From an optimization exercise on the open Yosys and OpenROAD flow, aimed at small area, a short achievable clock period and few clock cycles per item; shortcuts taken in it are not production practice.
In this exercise RTL edits were held to simulation tests only and were not proved equivalent to the original.
Power and IR drop assume default switching activity.

==> run a: inputs <==
==> flow/design.v (excerpt) <==
module farthest_key_eviction_cache_tags_top (
    input  logic        i_clk,
    input  logic        i_rst_n,
    input  logic        i_req_valid,
    output logic        o_req_ready,
    input  logic [30:0] i_req_line_number,
    output logic        o_rsp_valid,
    input  logic        i_rsp_ready,
    output logic        o_rsp_hit,
    output logic [3:0]  o_rsp_slot,
    output logic        o_rsp_evicted,
    output logic [30:0] o_rsp_evicted_line
);
Settings: LEC_CHECK=0, CAP_MARGIN=20, CORE_MARGIN=2, CORE_UTILIZATION=40, SETUP_SLACK_MARGIN=1.6, SLEW_MARGIN=20; clock period 4.5 ns.
run.sh (not shown) runs the stock make flow with config.mk's settings and CLKGATE_MAP_FILE= SYNTH_SCRIPT=/design/flow/synth_recipe.tcl, a recipe that flattens the netlist after the stock synthesis.
==> run b (differences from run a) <==
--- a/flow/design.v
+++ b/flow/design.v
@@ -46,11 +46,11 @@
     for (genvar i = 0; i < N; i++) begin : g_inv
         assign r_key[i] = ~r_nkey[i];
     end
     assign o_full    = r_v[N-1];
     assign o_zero    = r_zero;
-    assign o_lo      = r_lo;
+    assign o_lo      = r_zero ? r_key[1] : r_key[0];
     assign o_hi      = r_key[N-1];
     assign o_lo_slot = r_zero ? r_slot[1] : r_slot[0];
     assign o_hi_slot = r_slot[N-1];
     always_comb begin
         o_hit_slot = '0;
@@ -67,35 +67,16 @@
             r_zero <= zero_next;
             r_v    <= {r_v[N-2:0], 1'b1};
         end
     end
     logic [N-1:0] sel_k, sel_n, sel_p;
-    assign o_lo_up = r_lon;
+    assign o_lo_up = r_zero ? r_key[2] : r_key[1];
     assign o_hi_dn = r_key[N-2];
     assign o_lo_k  = r_zero ? sel_k[1] : (sel_k[0] && !i_zero_e);
     assign o_lo_n  = r_zero ? sel_n[1] : (sel_n[0] && !i_zero_e);
     assign o_hi_k  = sel_k[N-1];
     assign o_hi_p  = sel_p[N-1];
-    logic [W-1:0] r_lo, r_lon;
-    logic         lon_k, lon_p, lon_n;
-    assign lon_k = r_zero ? sel_k[2] : (sel_k[1] && !i_zero_e);
-    assign lon_p = r_zero ? sel_p[2] : (sel_p[1] && !i_zero_e);
-    assign lon_n = r_zero ? sel_n[2] : sel_n[1];
-    always_ff @(posedge i_clk) begin
-        if (o_lo_k) begin
-            r_lo <= i_key_e;
-        end else if (o_lo_n) begin
-            r_lo <= r_lon;
-        end
-        if (lon_k) begin
-            r_lon <= i_key_e;
-        end else if (lon_p) begin
-            r_lon <= r_lo;
-        end else if (lon_n) begin
-            r_lon <= r_zero ? r_key[3] : r_key[2];
-        end
-    end
     logic [N-1:0] c_lt, c_eq;
     logic         k_lt, k_eq;
     for (genvar i = 0; i < N; i++) begin : g_cmp
         logic lt, eq;
         fkect_cmp #(.W(W)) u_cmp (.i_a(r_key[i]), .i_b(i_key_c), .o_lt(lt), .o_eq(eq));
SETUP_SLACK_MARGIN = unset   (was 1.6)
==> run c (differences from run a) <==
SETUP_SLACK_MARGIN = 1.0   (was 1.6)
==> impl_metrics.json <==
{
  "status": "no timing/DRC/antenna violations",
  "swShare_pct": 39.4,
  "met2_usage_pct": 47.2,
  "use_met1_pct": 47.2,
  "ff_latch_area_sq_mm": 0.0168,
  "area_growth_pct": 12.7,
  "gp_congestion": 1.04,
  "synth_fp_nets": 7029,
  "fin_cells": 7987,
  "clk_share_pct": 4.96,
  "coreArea_sq_mm": 0.133,
  "rrSetupSlack_ns": 0.21,
  "reg2reg_from": "u_dp.u_tags.r_zero"
}
the above is filed under run b

==> impl_metrics.json <==
{
  "status": "no timing/DRC/antenna violations",
  "fin_cells": 8545,
  "area_growth_pct": 19.1,
  "cp_num_cells": 13,
  "ff_latch_area_sq_mm": 0.0187,
  "met2_usage_pct": 44.9,
  "reg2reg_from": "u_dp.r_key_c[26]",
  "reg_top3": "u_dp.u_tags.r_nkey (496), u_dp.u_tags.r_slot (64)",
  "rrSetupSlack_ns": 1.05,
  "path_clk_slew_ns": 0.07,
  "gp_congestion": 0.991,
  "coreArea_sq_mm": 0.140,
  "clk_share_pct": 5.32,
  "use_met1_pct": 45.9
}
the above is filed under run a

==> impl_metrics.json <==
{
  "status": "no timing/DRC/antenna violations",
  "swShare_pct": 36.8,
  "met2_usage_pct": 44.6,
  "finalPower_uw": 27200,
  "area_growth_pct": 14.8,
  "rrSetupSlack_ns": 0.96,
  "fin_cells": 8460,
  "use_met1_pct": 44.1,
  "clk_share_pct": 5.43,
  "coreArea_sq_mm": 0.140,
  "ff_latch_area_sq_mm": 0.0187,
  "reg2reg_from": "u_dp.r_key_c[14]"
}
the above is filed under run c

Testbench counts of run a, summed over its fixed seeds: cycles 16,024, items 16,000.
Testbench counts of run b, summed over its fixed seeds: cycles 16,024, items 16,000.
Testbench counts of run c, summed over its fixed seeds: cycles 16,024, items 16,000.


==> job 2388 <==
Another version of the RTL of farthest_key_eviction_cache_tags_top (not shown whole).
make LEC_CHECK=0 CAP_MARGIN=20 CORE_MARGIN=2 CORE_UTILIZATION=40 SETUP_SLACK_MARGIN=1.5 SLEW_MARGIN=20 finish   # period 4.5 ns
==> job 8515: changes against job 2388 <==
--- a/flow/design.v
+++ b/flow/design.v
@@ -197,48 +197,81 @@
     input  logic i_clk,
     input  logic i_rst_n,
     input  logic i_req_valid,
     output logic o_req_ready,
     input  logic i_rsp_ready,
     output logic o_rsp_valid,
+    output logic o_load_c,     
     output logic o_move,       
-    output logic o_exec        
+    output logic o_exec,       
+    output logic o_head_load,  
+    output logic o_head_from_tail,
+    output logic o_tail_load
 );
-    logic r_ve, r_vh;
-    assign o_exec      = r_ve && (!r_vh || i_rsp_ready);
-    assign o_req_ready = !r_ve || o_exec;
-    assign o_move      = i_req_valid && o_req_ready;
+    logic r_rdy;
+    logic r_vc, r_ve, r_vh, r_vt;
+    logic n_vc, n_ve, n_vh, n_vt;
+    logic pop, head_free;
+    assign o_req_ready = r_rdy;
     assign o_rsp_valid = r_vh;
+    assign o_load_c    = r_rdy;
+    assign o_exec      = r_ve && !(r_vh && r_vt);
+    assign o_move      = r_vc && (!r_ve || o_exec);
+    assign pop         = r_vh && i_rsp_ready;
+    assign head_free   = !r_vh || pop;
+    assign o_head_load      = head_free && (r_vt || o_exec);
+    assign o_head_from_tail = r_vt;
+    assign o_tail_load      = o_exec && !(head_free && !r_vt);
+    always_comb begin
+        n_vc = (r_rdy && i_req_valid) || (r_vc && !o_move);
+        n_ve = o_move || (r_ve && !o_exec);
+        if (head_free) begin
+            n_vh = r_vt || o_exec;
+            n_vt = r_vt && o_exec;
+        end else begin
+            n_vh = 1'b1;
+            n_vt = r_vt || o_exec;
+        end
+    end
     always_ff @(posedge i_clk) begin
         if (!i_rst_n) begin
-            r_ve <= 1'b0;
-            r_vh <= 1'b0;
+            r_rdy <= 1'b1;
+            r_vc  <= 1'b0;
+            r_ve  <= 1'b0;
+            r_vh  <= 1'b0;
+            r_vt  <= 1'b0;
         end else begin
-            r_ve <= o_move || (r_ve && !o_exec);
-            r_vh <= o_exec || (r_vh && !i_rsp_ready);
+            r_rdy <= !n_vc || !n_ve || !(n_vh && n_vt);
+            r_vc  <= n_vc;
+            r_ve  <= n_ve;
+            r_vh  <= n_vh;
+            r_vt  <= n_vt;
         end
     end
 endmodule
 `timescale 1ns / 1ps
 module fkect_dp (
     input  logic                          i_clk,
     input  logic                          i_rst_n,
+    input  logic                          i_load_c,
     input  logic                          i_move,
     input  logic                          i_exec,
+    input  logic                          i_head_load,
+    input  logic                          i_head_from_tail,
+    input  logic                          i_tail_load,
     input  logic [fkect_pkg::KEY_W-1:0]   i_line_number,
     output logic                          o_hit,
     output logic [fkect_pkg::SLOT_W-1:0]  o_slot,
     output logic                          o_evicted,
     output logic [fkect_pkg::KEY_W-1:0]   o_evicted_line
 );
     localparam int N = fkect_pkg::CAP;
     localparam int W = fkect_pkg::KEY_W;
     localparam int S = fkect_pkg::SLOT_W;
     localparam int RW = 1 + S + 1 + W;
-    assign key_c = i_line_number;
-    logic [W-1:0] key_c;
+    logic [W-1:0] r_key_c;
     logic [W-1:0] r_key_e;
     logic [N-1:0] r_lt_e;
     logic [S-1:0] r_hit_slot_e;
     logic         r_ev_e;       
     logic [S-1:0] r_count;
     logic [N-1:0] lt_c;
@@ -255,13 +288,13 @@
         .i_key_e   (r_key_e),
         .i_lt_e    (r_lt_e),
         .i_go      (go),
         .i_down    (full && r_ev_e),
         .i_zero_e  (r_key_e == '0),
         .i_slot    (new_slot),
-        .i_key_c   (key_c),
+        .i_key_c   (r_key_c),
         .o_lt_c    (lt_c),
         .o_hit_slot_c (hit_slot_c),
         .o_hit_c   (hit_c),
         .o_lo_up   (lo_up),
         .o_hi_dn   (hi_dn),
         .o_lo_k    (lo_k),
@@ -276,33 +309,36 @@
         .o_hi_slot (hi_slot)
     );
     assign hit      = r_hit_e;
     assign go       = i_exec && !hit;
     assign new_slot = !full ? r_count : (r_ev_e ? lo_slot : hi_slot);
     logic [6:0] ev_pair, ev_sel;
-    fkect_ev u_ev0 (.i_k(key_c), .i_lo(lo_key), .i_hi(hi_key),  .o_ev(ev_pair[0]));
-    fkect_ev u_ev1 (.i_k(key_c), .i_lo(lo_key), .i_hi(hi_dn),   .o_ev(ev_pair[1]));
-    fkect_ev u_ev2 (.i_k(key_c), .i_lo(lo_key), .i_hi(r_key_e), .o_ev(ev_pair[2]));
-    fkect_ev u_ev3 (.i_k(key_c), .i_lo(lo_up),  .i_hi(hi_key),  .o_ev(ev_pair[3]));
-    fkect_ev u_ev4 (.i_k(key_c), .i_lo(lo_up),  .i_hi(r_key_e), .o_ev(ev_pair[4]));
-    fkect_ev u_ev5 (.i_k(key_c), .i_lo(r_key_e), .i_hi(hi_dn),  .o_ev(ev_pair[5]));
-    fkect_ev u_ev6 (.i_k(key_c), .i_lo(r_key_e), .i_hi(hi_key), .o_ev(ev_pair[6]));
+    fkect_ev u_ev0 (.i_k(r_key_c), .i_lo(lo_key), .i_hi(hi_key),  .o_ev(ev_pair[0]));
+    fkect_ev u_ev1 (.i_k(r_key_c), .i_lo(lo_key), .i_hi(hi_dn),   .o_ev(ev_pair[1]));
+    fkect_ev u_ev2 (.i_k(r_key_c), .i_lo(lo_key), .i_hi(r_key_e), .o_ev(ev_pair[2]));
+    fkect_ev u_ev3 (.i_k(r_key_c), .i_lo(lo_up),  .i_hi(hi_key),  .o_ev(ev_pair[3]));
+    fkect_ev u_ev4 (.i_k(r_key_c), .i_lo(lo_up),  .i_hi(r_key_e), .o_ev(ev_pair[4]));
+    fkect_ev u_ev5 (.i_k(r_key_c), .i_lo(r_key_e), .i_hi(hi_dn),  .o_ev(ev_pair[5]));
+    fkect_ev u_ev6 (.i_k(r_key_c), .i_lo(r_key_e), .i_hi(hi_key), .o_ev(ev_pair[6]));
     logic lo_h, hi_h;
     assign lo_h      = !lo_k && !lo_n;
     assign hi_h      = !hi_k && !hi_p;
     assign ev_sel[0] = lo_h && hi_h;
     assign ev_sel[1] = lo_h && hi_p;
     assign ev_sel[2] = lo_h && hi_k;
     assign ev_sel[3] = lo_n && !hi_k;
     assign ev_sel[4] = lo_n && hi_k;
     assign ev_sel[5] = lo_k && hi_p;
     assign ev_sel[6] = lo_k && !hi_p;
     assign ev_c      = |(ev_sel & ev_pair);
     always_ff @(posedge i_clk) begin
+        if (i_load_c) begin
+            r_key_c <= i_line_number;
+        end
         if (i_move) begin
-            r_key_e <= key_c;
+            r_key_e <= r_key_c;
             r_lt_e  <= lt_c;
             r_hit_slot_e <= hit_slot_c;
             r_hit_e <= hit_c;
             r_ev_e  <= ev_c;
         end
     end
@@ -310,20 +346,23 @@
         if (!i_rst_n) begin
             r_count <= '0;
         end else if (go && !full) begin
             r_count <= r_count + S'(1);
         end
     end
-    logic [RW-1:0] rsp_new, r_head;
+    logic [RW-1:0] rsp_new, r_head, r_tail;
     assign rsp_new = {hit,
                       hit ? r_hit_slot_e : new_slot,
                       !hit && full,
                       (!hit && full) ? (r_ev_e ? lo_key : hi_key) : W'(0)};
     always_ff @(posedge i_clk) begin
-        if (i_exec) begin
-            r_head <= rsp_new;
+        if (i_head_load) begin
+            r_head <= i_head_from_tail ? r_tail : rsp_new;
+        end
+        if (i_tail_load) begin
+            r_tail <= rsp_new;
         end
     end
     assign {o_hit, o_slot, o_evicted, o_evicted_line} = r_head;
 endmodule
 module fkect_ev (
     input  logic [fkect_pkg::KEY_W-1:0] i_k,
@@ -354,28 +393,36 @@
     input  logic        i_rsp_ready,
     output logic        o_rsp_hit,
     output logic [3:0]  o_rsp_slot,
     output logic        o_rsp_evicted,
     output logic [30:0] o_rsp_evicted_line
 );
-    logic move, exec;
+    logic load_c, move, exec, head_load, head_from_tail, tail_load;
     fkect_ctrl u_ctrl (
         .i_clk            (i_clk),
         .i_rst_n          (i_rst_n),
         .i_req_valid      (i_req_valid),
         .o_req_ready      (o_req_ready),
         .i_rsp_ready      (i_rsp_ready),
         .o_rsp_valid      (o_rsp_valid),
+        .o_load_c         (load_c),
         .o_move           (move),
-        .o_exec           (exec)
+        .o_exec           (exec),
+        .o_head_load      (head_load),
+        .o_head_from_tail (head_from_tail),
+        .o_tail_load      (tail_load)
     );
     fkect_dp u_dp (
         .i_clk            (i_clk),
         .i_rst_n          (i_rst_n),
+        .i_load_c         (load_c),
         .i_move           (move),
         .i_exec           (exec),
+        .i_head_load      (head_load),
+        .i_head_from_tail (head_from_tail),
+        .i_tail_load      (tail_load),
         .i_line_number    (i_req_line_number),
         .o_hit            (o_rsp_hit),
         .o_slot           (o_rsp_slot),
         .o_evicted        (o_rsp_evicted),
         .o_evicted_line   (o_rsp_evicted_line)
     );
Settings changed: CORE_UTILIZATION 40 to 55, CTS_BUF_LIST from default to sky130_fd_sc_hd__clkbuf_8, CTS_CLUSTER_SIZE from default to 30, SETUP_SLACK_MARGIN 1.5 to 1.0.
==> job 7439: changes against job 2388 <==
Settings changed: CORE_UTILIZATION 40 to 55, CTS_BUF_LIST from default to sky130_fd_sc_hd__clkbuf_8, CTS_CLUSTER_SIZE from default to 30.
==> Flow_metrics.wiki <==
{| class="wikitable"
! Metric !! Value
|-
| Status || finished clean
|-
| Die boundary width || 323.9 microns
|-
| Main combinational cell family by area after synthesis || compound AO/OA/AOI/OAI gates
|-
| Worst path arrival time || 4060 ps
|-
| Final RePlAce weighted congestion || 0.9871
|-
| Clock buffer count from CTS || 148
|-
| Final critical delay including setup and external delays || 3467 ps
|-
| Cells along the critical path || buf_12 > inv_1 > fa_1 > ha_1 > nand4_1 > nor2_1 > a21oi_1 > o211ai_1 > a31oi_1 > o31ai_2 > a41o_1 > nand3_1
|-
| Final antenna diode count || 5
|-
| Count of flip-flops with a built-in enable after synthesis || 220
|-
| Pin count of the biggest net entering global routing || 74
|-
| VDD IR-drop max || 0.2760 mV
|-
| Starting density of the core || 55.42%
|}
the above is filed under job 8515

==> Flow_metrics.wiki <==
{| class="wikitable"
! Metric !! Value
|-
| Status || finished clean
|-
| Starting density of the core || 55.44%
|-
| Pin count of the biggest net entering global routing || 65
|-
| Die boundary width || 313.5 microns
|-
| Final RePlAce weighted congestion || 0.9912
|-
| Main combinational cell family by area after synthesis || adder cells
|-
| Cells along the critical path || clkbuf_4 > buf_4 > ha_1 > a21o_1 > a21o_1 > a21oi_1 > o311ai_0 > o21bai_1 > nand4_1 > o2bb2ai_1 > a221o_1
|-
| Final antenna diode count || 5
|-
| Worst path arrival time || 3670 ps
|-
| Count of flip-flops with a built-in enable after synthesis || 152
|}
the above is filed under job 7439

==> Flow_metrics.wiki <==
{| class="wikitable"
! Metric !! Value
|-
| Status || finished clean
|-
| Pin count of the biggest net entering global routing || 63
|-
| Main combinational cell family by area after synthesis || adder cells
|-
| Starting density of the core || 40.17%
|-
| VDD IR-drop max || 0.3368 mV
|-
| Final RePlAce weighted congestion || 0.9814
|-
| Final antenna diode count || 2
|-
| Worst path arrival time || 3640 ps
|-
| Final critical delay including setup and external delays || 3160 ps
|}
the above is filed under job 2388

Testbench counts of job 2388, summed over its fixed seeds: cycles 16,016, items 16,000.
Testbench counts of job 8515, summed over its fixed seeds: cycles 16,024, items 16,000.
Testbench counts of job 7439, summed over its fixed seeds: cycles 16,016, items 16,000.

## re-timing with driven ports
How much do the figures lean on ideal ports? The routed layouts below were timed once more, with nothing changed but the port constraints. Step 1 (the two cells are an assumption about what drives the block):
set clk [get_ports {i_clk}]
set_driving_cell -lib_cell sky130_fd_sc_hd__clkbuf_16 $clk
set_driving_cell -lib_cell sky130_fd_sc_hd__buf_2 [delete_from_list [all_inputs] $clk]
Step 2 moves the port delays by t, midway between the first and last clock arrival at a register: inputs arrive t later, outputs are due t later. That takes back most of the time a late clock gives input paths. Slacks: ideal ports / drivers / drivers and shift; pairs: ideal ports / drivers.
run | t, ns | slack for setup (ns) | worst setup path after step 2 | worst data-port slew with drivers (ns) | cell pins on the clock port's net
run a | 0.818 | 1.047 / 1.047 / 1.047 | register to register | 0.16 | 1
run b | 0.785 | 0.206 / 0.206 / 0.206 | register to register | 0.15 | 1
run c | 0.817 | 0.962 / 0.962 / 0.962 | register to register | 0.22 | 1
job 2388 | 0.803 | 1.340 / 1.342 / 0.583 | input to register | 0.06 | 1
job 8515 | 0.916 | 1.033 / 1.033 / 1.033 | register to register | 0.05 | 1
job 7439 | 0.943 | 1.460 / 1.472 / 0.580 | input to register | 0.05 | 1
After both steps setup and hold are still met in every run listed. For job 7439, which loses most, drivers alone change the setup slack by +0.012 ns; drivers and shift together by -0.880 ns.
